This is an optimization exercise on Yosys and OpenROAD, whose aim is small area, a short achievable clock period and few clock cycles, not a production implementation. Where RTL was checked, it was by simulation tests only, not by an equivalence proof against the original. Power and IR drop assume default switching activity.

Setup of try-zinc:
Design accq_top, start of the top module:
module accq_top (
  input  logic        clk_i,
  input  logic        rst_ni,
  input  logic        cmd_valid_i,
  input  logic [9:0]  cmd_i,
  output logic        cmd_ready_o,
  input  logic        psum_valid_i,
  input  logic [31:0] psum_i,
  output logic        psum_ready_o,
  input  logic        norm_valid_i,
  input  logic [12:0] norm_i,
  output logic        norm_ready_o,
  output logic        out_valid_o,
  output logic [63:0] out_o,
  input  logic        out_ready_i,
  output logic        busy_o
);
  localparam logic [1:0] OP_CLEAR = 2'd0;
  localparam logic [1:0] OP_ACCUM = 2'd1;
  localparam logic [1:0] OP_NQ    = 2'd2;
  localparam logic [1:0] OP_SO    = 2'd3;
  logic [31:0] ring [8];
  logic [2:0]  hp;
  logic [2:0]  pr_q;    
  logic [2:0]  nr_q;    
  logic        q0_v;
  logic [1:0]  q0_op;
  logic [7:0]  q0_len;
  logic        cmd_ready_q;
  logic [7:0]  rem;             
  logic [2:0]  ptr;             
  logic        add_after_nq;    
  logic        nq_since_add;    
  logic        nq_act;
  logic [2:0]  nq_idx;
  logic        so_after, clear_after;
  logic        tail_eng;        
  logic [3:0]  lap_cnt;         
  logic        all_zero;        
  logic        zero_pend;       
  logic        wb_started;      
  logic        fresh;           
  logic        so_busy, so_cap;
  logic        out_valid_q;
  ...
For scale: ~2400 cells after synthesis.
==> flow/config.mk <==
export PLATFORM = sky130hd
export DESIGN_NAME = accq_top
export DESIGN_NICKNAME = accq_top
export VERILOG_FILES = /design/flow/design.v
export SDC_FILE = /design/flow/constraint.sdc
export NUM_CORES = 4
export LEC_CHECK = 0
export ABC_AREA = 1
export CAP_MARGIN = 10
export CORE_MARGIN = 2
export CORE_UTILIZATION = 60
export SLEW_MARGIN = 10
==> flow/constraint.sdc <==
create_clock -name core_clock -period 10.0 [get_ports {clk_i}]
set_input_delay 2.0000 -clock core_clock [delete_from_list [all_inputs] [get_ports {clk_i}]]
set_output_delay 2.0000 -clock core_clock [all_outputs]
set_load 0.01 [all_outputs]
standard.sh (not shown) runs the stock make flow with config.mk's settings and CLKGATE_MAP_FILE= SYNTH_SCRIPT=/design/flow/synth_recipe.tcl, a recipe that flattens the netlist after the stock synthesis.
==> flow/flow/run.sh <==
#!/bin/bash
# Own flow: the standard layout (standard.sh, standard synthesis unchanged) with
#  - port buffers of buf_2 instead of the default delay buffer,
#  - a clock tree without dummy loads, built from clkbuf_8,
#  - a tighter setup repair target.
# make's own output goes to standard_flow.log; ORFS keeps each step's log under orfs/logs.
set -euo pipefail
bash standard.sh \
  "BUFFER_PORTS_ARGS=-buffer_cell sky130_fd_sc_hd__buf_2" \
  "CTS_ARGS=-sink_clustering_enable -repair_clock_nets -dont_use_dummy_load -buf_list sky130_fd_sc_hd__clkbuf_8 -sink_clustering_size 16 -sink_clustering_max_diameter 60" \
  "SETUP_SLACK_MARGIN=6.7" \
  finish > standard_flow.log 2>&1
Testbench counts of try-zinc, summed over its fixed seeds: cycles 13,168.
[inputs] try-tundra vs try-zinc
- swapping 1 for 0 in ABC_AREA
- swapping 10 for 20 in SLEW_MARGIN
- swapping 10 for 20 in CAP_MARGIN
Headroom to the max-slew limit (higher): try-tundra
try-zinc and try-tundra ended up with roughly the same global-route met3 utilization.
try-tundra ended up with sky130_fd_sc_hd__or4_1 as its standard cell with the maximum stage delay on the critical path; try-zinc ended up with sky130_fd_sc_hd__edfxtp_1.
try-tundra vs try-zinc, top routing layer in use: met5 vs met4
The final reports for try-tundra and try-zinc show multi-input logic cell count lower in the former.
Taking try-zinc over try-tundra, the number of DRC markers after the initial detailed-route iteration ratio works out to 1.3.
try-zinc ended up with sky130_fd_sc_hd__nand2_1 as its most common cell after layout, fill and taps aside; try-tundra ended up with sky130_fd_sc_hd__dfxtp_1.
Looking at capture point of the worst path, the out_o[50] result is from try-zinc; the ring[5][17] one comes from try-tundra.
Clock tree buffer count of the final layout in try-tundra is 1 lower than in try-zinc
Modified inputs, try-onyx compared to try-tundra
- ABC_AREA: 0 -> 1
Results
Setup slack: try-onyx more than try-tundra
Higher number of nets in the final layout among try-tundra and try-onyx: try-onyx
The amount of wire on met3 after detailed routing number comes out higher for try-onyx vs try-tundra.
The area growth from synthesis to final layout in try-onyx sits 1.7 points below the value recorded for try-tundra.
Sort try-tundra and try-onyx by minimum period implied by the final worst setup slack, ascending, and try-onyx comes first.
The final reports for try-onyx and try-tundra show weighted congestion reported at the end of routability-driven placement lower in the former.
try-onyx packs its core more loosely than try-tundra.
Power in sequential cells was higher in try-tundra than in try-onyx.
Switching portion of total power down 0.86 points in try-onyx wrt try-tundra
[try-onyx] post-route clock skew rose 21 ps relative to try-tundra

* * *

accq_top, a different RTL version from the one above (not shown whole).
Size: about 2,700 cells after synthesis, about 500 flip-flops, roughly 25,000 µm² of cells after synthesis.
Settings: LEC_CHECK=0, ABC_AREA=1, CAP_MARGIN=20, CORE_MARGIN=2, CORE_UTILIZATION=60, SLEW_MARGIN=20; clock period 10.0 ns.
==> flow/flow/run.sh <==
#!/bin/bash
# Own flow: the standard layout (standard.sh, standard synthesis unchanged) with
#  - port buffers of buf_2 instead of the default delay buffer,
#  - a clock tree without dummy loads, built from clkbuf_8,
#  - a tighter setup repair target.
# make's own output goes to standard_flow.log; ORFS keeps each step's log under orfs/logs.
set -euo pipefail
bash standard.sh \
  "BUFFER_PORTS_ARGS=-buffer_cell sky130_fd_sc_hd__buf_2" \
  "CTS_ARGS=-sink_clustering_enable -repair_clock_nets -dont_use_dummy_load -buf_list sky130_fd_sc_hd__clkbuf_8 -sink_clustering_size 16 -sink_clustering_max_diameter 60" \
  "SETUP_SLACK_MARGIN=6.9" \
  finish > standard_flow.log 2>&1
Next try:
--- a/flow/flow/run.sh
+++ b/flow/flow/run.sh
@@ -11 +11 @@
-  "SETUP_SLACK_MARGIN=6.9" \
+  "SETUP_SLACK_MARGIN=6.6" \
Global-route usage fell by 1.4 points. Cell area goes down by 3.9%. Utilization falls by 2.6 points. Power decreases by 2.7%. Count of clock-buffer cells in the layout climbs by 1. Non-clock buffer count went down by 100.
No functional check of the RTL was part of any run of this note.

* * *

Another version of the RTL of accq_top (not shown whole).
For scale: about 470 flip-flops, about 130 I/O pins.
==> flow/config.mk <==
export PLATFORM = sky130hd
export DESIGN_NAME = accq_top
export DESIGN_NICKNAME = accq_top
export VERILOG_FILES = /design/flow/design.v
export SDC_FILE = /design/flow/constraint.sdc
export NUM_CORES = 4
export LEC_CHECK = 0
export ABC_AREA = 1
export CAP_MARGIN = 20
export CORE_MARGIN = 2
export CORE_UTILIZATION = 60
export SLEW_MARGIN = 20
==> flow/constraint.sdc <==
create_clock -name core_clock -period 10.0 [get_ports {clk_i}]
set_input_delay 2.0000 -clock core_clock [delete_from_list [all_inputs] [get_ports {clk_i}]]
set_output_delay 2.0000 -clock core_clock [all_outputs]
set_load 0.01 [all_outputs]
==> flow/flow/run.sh <==
#!/bin/bash
# Own flow: the standard layout (standard.sh, standard synthesis unchanged) with
#  - port buffers of buf_2 instead of the default delay buffer,
#  - a clock tree without dummy loads, built from clkbuf_8,
#  - a tighter setup repair target.
# make's own output goes to standard_flow.log; ORFS keeps each step's log under orfs/logs.
set -euo pipefail
bash standard.sh \
  "BUFFER_PORTS_ARGS=-buffer_cell sky130_fd_sc_hd__buf_2" \
  "CTS_ARGS=-sink_clustering_enable -repair_clock_nets -dont_use_dummy_load -buf_list sky130_fd_sc_hd__clkbuf_16 -sink_clustering_size 24 -sink_clustering_max_diameter 80" \
  "SETUP_SLACK_MARGIN=6.6" \
  finish > standard_flow.log 2>&1
The first run passed the timing, DRC and antenna checks.
Testbench counts at the start, summed over its fixed seeds: cycles 13,176.
==> next run, changes <==
--- a/flow/flow/run.sh
+++ b/flow/flow/run.sh
@@ -8,5 +8,5 @@
 bash standard.sh \
   "BUFFER_PORTS_ARGS=-buffer_cell sky130_fd_sc_hd__buf_2" \
-  "CTS_ARGS=-sink_clustering_enable -repair_clock_nets -dont_use_dummy_load -buf_list sky130_fd_sc_hd__clkbuf_16 -sink_clustering_size 24 -sink_clustering_max_diameter 80" \
+  "CTS_ARGS=-sink_clustering_enable -repair_clock_nets -dont_use_dummy_load -buf_list sky130_fd_sc_hd__clkbuf_8" \
   "SETUP_SLACK_MARGIN=6.6" \
   finish > standard_flow.log 2>&1
CORE_UTILIZATION = 70   (was 60)
After rerunning:
- synthesized area stays the same
- synthesized cell count stays the same
- design area grows by 1.0%
- via count rose by 6.7%
- worst setup slack is worse by 130 ps
- register-to-register slack is worse by 160 ps
- wire length went up by 7.2%
- maximum frequency is lower by 3.9%
- clock-buffer cell count increases by 49
==> next run, changes <==
--- a/flow/flow/run.sh
+++ b/flow/flow/run.sh
@@ -8,5 +8,5 @@
 bash standard.sh \
   "BUFFER_PORTS_ARGS=-buffer_cell sky130_fd_sc_hd__buf_2" \
-  "CTS_ARGS=-sink_clustering_enable -repair_clock_nets -dont_use_dummy_load -buf_list sky130_fd_sc_hd__clkbuf_8" \
+  "CTS_ARGS=-sink_clustering_enable -repair_clock_nets -dont_use_dummy_load -buf_list sky130_fd_sc_hd__clkbuf_8 -sink_clustering_size 16 -sink_clustering_max_diameter 60" \
   "SETUP_SLACK_MARGIN=6.6" \
   finish > standard_flow.log 2>&1
CORE_UTILIZATION = 60   (was 70)
Effect: Global-route usage is lower by 8.6 points; first-iteration DRC count is lower by 23%; utilization is lower by 12 points; cell area is lower by 1.1%; synthesized area does not change; sequential share of layout area is higher by 0.44 points; final cell count is higher by 1.4%; clock-buffer cell count is lower by 34; wire length is lower by 6.4%; via count is lower by 6.0%.

* * *

## north
Another version of the RTL of accq_top (not shown whole).
For scale: about 2600 cells after synthesis, ~490 flip-flops, roughly 130 I/O pins, ~0.024 mm2 of cells after synthesis.
## accq_top
module accq_top (
  input  logic        clk_i,
  input  logic        rst_ni,
  input  logic        cmd_valid_i,
  input  logic [9:0]  cmd_i,
  output logic        cmd_ready_o,
  input  logic        psum_valid_i,
  input  logic [31:0] psum_i,
  output logic        psum_ready_o,
  input  logic        norm_valid_i,
  input  logic [12:0] norm_i,
  output logic        norm_ready_o,
  output logic        out_valid_o,
  output logic [63:0] out_o,
  input  logic        out_ready_i,
  output logic        busy_o
);
clock: 10.0 ns
lec_check: 0
abc_area: 1
cap_margin: 20
core_margin: 2
core_utilization: 65
slew_margin: 20
==> flow/flow/run.sh <==
#!/bin/bash
# Own flow: the standard layout (standard.sh, standard synthesis unchanged) with
#  - port buffers of buf_2 instead of the default delay buffer,
#  - a clock tree without dummy loads, built from clkbuf_8,
#  - a tighter setup repair target.
# make's own output goes to standard_flow.log; ORFS keeps each step's log under orfs/logs.
set -euo pipefail
bash standard.sh \
  "BUFFER_PORTS_ARGS=-buffer_cell sky130_fd_sc_hd__buf_2" \
  "CTS_ARGS=-sink_clustering_enable -repair_clock_nets -dont_use_dummy_load -buf_list sky130_fd_sc_hd__clkbuf_8 -sink_clustering_size 16 -sink_clustering_max_diameter 60" \
  "SETUP_SLACK_MARGIN=6.85" \
  finish > standard_flow.log 2>&1
Testbench counts of north, summed over its fixed seeds: cycles 13,168.
Input-level comparison between south and north:
Settings: a change of CORE_UTILIZATION from 65 to 60.
-- flow/flow/run.sh --
<<< north, line 10
  "CTS_ARGS=-sink_clustering_enable -repair_clock_nets -dont_use_dummy_load -buf_list sky130_fd_sc_hd__clkbuf_8 -sink_clustering_size 16 -sink_clustering_max_diameter 60" \
  "SETUP_SLACK_MARGIN=6.85" \
  finish > standard_flow.log 2>&1
>>> south, line 10
  "CTS_ARGS=-sink_clustering_enable -repair_clock_nets -dont_use_dummy_load -buf_list sky130_fd_sc_hd__clkbuf_8 -sink_clustering_size 16 -sink_clustering_max_diameter 60" \
  "SETUP_SLACK_MARGIN=7.1" \
  finish > standard_flow.log 2>&1
Notes after the runs:
- | worst path setup slack after routing | south vs north | 0.020 ns lower |
- Status: gate count of the mapped netlist parity (south, north)
- Comparing south and north, wire length of the first global-routing pass is higher on south.
- No stage failed in south, and the final checks on the layout all came back clean.
- south vs north — post-layout total power rose 8.7%.
- south ends up with a synthesis-to-layout area growth that is 9.2 points higher than in north.
- Looking at share of cell area taken by multi-input logic gates, south sits above north.
- Register-to-register slack was higher in south than in north.
- Note that the quantity of gates resized following cts recorded for north amounts to 0.25 times the value seen in south.
- south ended with more routed wire length than north.
- Diff north..south | instance count on the critical path | unchanged
Changes in east relative to south:
-- flow/flow/run.sh --
<<< south, line 10
  "CTS_ARGS=-sink_clustering_enable -repair_clock_nets -dont_use_dummy_load -buf_list sky130_fd_sc_hd__clkbuf_8 -sink_clustering_size 16 -sink_clustering_max_diameter 60" \
  "SETUP_SLACK_MARGIN=7.1" \
  finish > standard_flow.log 2>&1
>>> east, line 10
  "CTS_ARGS=-sink_clustering_enable -repair_clock_nets -dont_use_dummy_load -buf_list sky130_fd_sc_hd__clkbuf_8 -sink_clustering_size 16 -sink_clustering_max_diameter 60" \
  "SETUP_SLACK_MARGIN=6.6" \
  finish > standard_flow.log 2>&1
## What came out
No run among east and south stopped early or left any final violation; all are clean. Diff east and south: total global routing track utilization lower in east. Run comparison: east capturing instance or port of the critical path ring[6][11]; south capturing instance or port of the critical path out_o[8]. east vs south, critical path class: reg -> reg vs reg -> out. [compare] base=south new=east: fraction of area in multi-input gates now smaller, combinational power now smaller, largest stage delay on the critical path now larger, number of ordinary and repair buffers in the finished layout now smaller. Delta (east minus south): wire length has decreased; fraction of final layout cells with drive strength greater than 1 shrank by 15 points.
Changes in west relative to east:
-- flow/flow/run.sh --
<<< east, line 10
  "CTS_ARGS=-sink_clustering_enable -repair_clock_nets -dont_use_dummy_load -buf_list sky130_fd_sc_hd__clkbuf_8 -sink_clustering_size 16 -sink_clustering_max_diameter 60" \
  "SETUP_SLACK_MARGIN=6.6" \
  finish > standard_flow.log 2>&1
>>> west, line 10
  "CTS_ARGS=-sink_clustering_enable -repair_clock_nets -dont_use_dummy_load -buf_list sky130_fd_sc_hd__clkbuf_8 -sink_clustering_size 16 -sink_clustering_max_diameter 60" \
  "SETUP_SLACK_MARGIN=6.85" \
  finish > standard_flow.log 2>&1
Results
- Re power share of the clock group: west is 0.5 points down on east.
- east → west: summed area of non-filler cells in the final layout grew by about 4%; met2 usage higher; power up 4.0%.
- Aggregate global-route resource usage in west is 1.3 points above east.
- Summary of the comparison: number of antenna violations at the first check in global routing is lower in west, relative to east.
- Wire length: west worse than east
- Row final standard cell count with taps included and fillers excluded: west higher / east lower
- Per the comparison of west with east, number of DRC violations after detailed-routing iteration 0 moved down, clock power level.
- west vs east on longest individual stage delay on the worst path: west is the lower one.

* * *

Setup of wip/nickel:
Starting RTL as in the previous note.
Settings: LEC_CHECK=0, ABC_AREA=1, CAP_MARGIN=20, CORE_MARGIN=2, CORE_UTILIZATION=60, PLACE_DENSITY=0.5, SLEW_MARGIN=20; clock period 10.0 ns.
==> flow/flow/run.sh <==
#!/bin/bash
# Own flow: the standard layout (standard.sh, standard synthesis unchanged) with
#  - port buffers of buf_2 instead of the default delay buffer,
#  - a clock tree without dummy loads, built from clkbuf_8,
#  - a tighter setup repair target.
# make's own output goes to standard_flow.log; ORFS keeps each step's log under orfs/logs.
set -euo pipefail
bash standard.sh \
  "BUFFER_PORTS_ARGS=-buffer_cell sky130_fd_sc_hd__buf_2" \
  "CTS_ARGS=-sink_clustering_enable -repair_clock_nets -dont_use_dummy_load -buf_list sky130_fd_sc_hd__clkbuf_8 -sink_clustering_size 16 -sink_clustering_max_diameter 60" \
  "SETUP_SLACK_MARGIN=6.85" \
  finish > standard_flow.log 2>&1
Testbench counts of wip/nickel, summed over its fixed seeds: cycles 13,168.
--- input diff wip/nickel..wip/garnet ---
- PLACE_DENSITY now 0.75, was 0.5
### Flow results
Diff wip/nickel -> wip/garnet: met1 track demand over resource fell 1.4 points; met3 layer usage reported by global route fell 0.75 points. Core utilization: wip/garnet vs wip/nickel — no meaningful difference. Detailed route, wip/garnet vs wip/nickel: via total higher for wip/garnet. Reported for wip/garnet and wip/nickel, count of hold buffers inserted by post-cts repair turned out identical to the last digit. Maximum clock rate: wip/garnet and wip/nickel compared, lower one is wip/nickel. Register-to-register slack: higher on wip/nickel. wip/garnet leaves more setup margin than wip/nickel.

[port drivers added, routing unchanged]
No port has a modelled driver above. Below, the same layouts with a new extraction and two added sets of constraints.
Step 1: set_driving_cell puts a clkbuf_16 on clk_i and a buf_2 on each other input, an assumption about the parent block.
Step 2 adds t to the input delays and takes it off the output delays; t is the mean of the earliest and latest rising clock arrival at the registers after step 1. Input paths then give back, and output paths get back, about the clock's delay inside the block.
Slacks: ideal / step 1 / step 2; pairs: ideal / step 1.
run | shift t [ns] | setup WS [ns] | slew at the worst register clock pin (ns) | worst data-port slew with drivers (ns) | pins driven straight from the clock port
try-zinc | 0.662 | 6.761 / 6.707 / 6.358 | 0.10 / 0.10 | 0.06 | 1
try-tundra | 0.659 | 5.934 / 5.934 / 5.934 | 0.10 / 0.10 | 0.07 | 1
try-onyx | 0.653 | 6.768 / 6.716 / 6.226 | 0.10 / 0.10 | 0.06 | 1
the first run of note 2 | 0.655 | 6.777 / 6.724 / 6.377 | 0.11 / 0.11 | 0.04 | 1
the second run of note 2 | 0.657 | 6.694 / 6.694 / 6.202 | 0.10 / 0.10 | 0.04 | 1
the first run of note 3 | 0.639 | 6.668 / 6.605 / 6.098 | 0.09 / 0.09 | 0.08 | 1
the second run of note 3 | 0.684 | 6.533 / 6.533 / 6.082 | 0.07 / 0.07 | 0.07 | 1
the third run of note 3 | 0.679 | 6.672 / 6.614 / 6.091 | 0.10 / 0.10 | 0.07 | 1
north | 0.655 | 6.753 / 6.701 / 6.376 | 0.11 / 0.11 | 0.04 | 1
south | 0.682 | 6.732 / 6.677 / 6.531 | 0.10 / 0.10 | 0.04 | 1
east | 0.657 | 6.704 / 6.704 / 6.301 | 0.10 / 0.10 | 0.05 | 1
west | 0.655 | 6.792 / 6.740 / 6.408 | 0.10 / 0.10 | 0.05 | 1
wip/nickel | 0.655 | 6.792 / 6.740 / 6.408 | 0.10 / 0.10 | 0.05 | 1
wip/garnet | 0.652 | 6.803 / 6.750 / 6.363 | 0.10 / 0.10 | 0.05 | 1
After both steps every run listed still meets setup and hold. The setup slack of the third run of note 3, which loses most, moves by -0.058 ns with the drivers and by -0.581 ns with both steps.
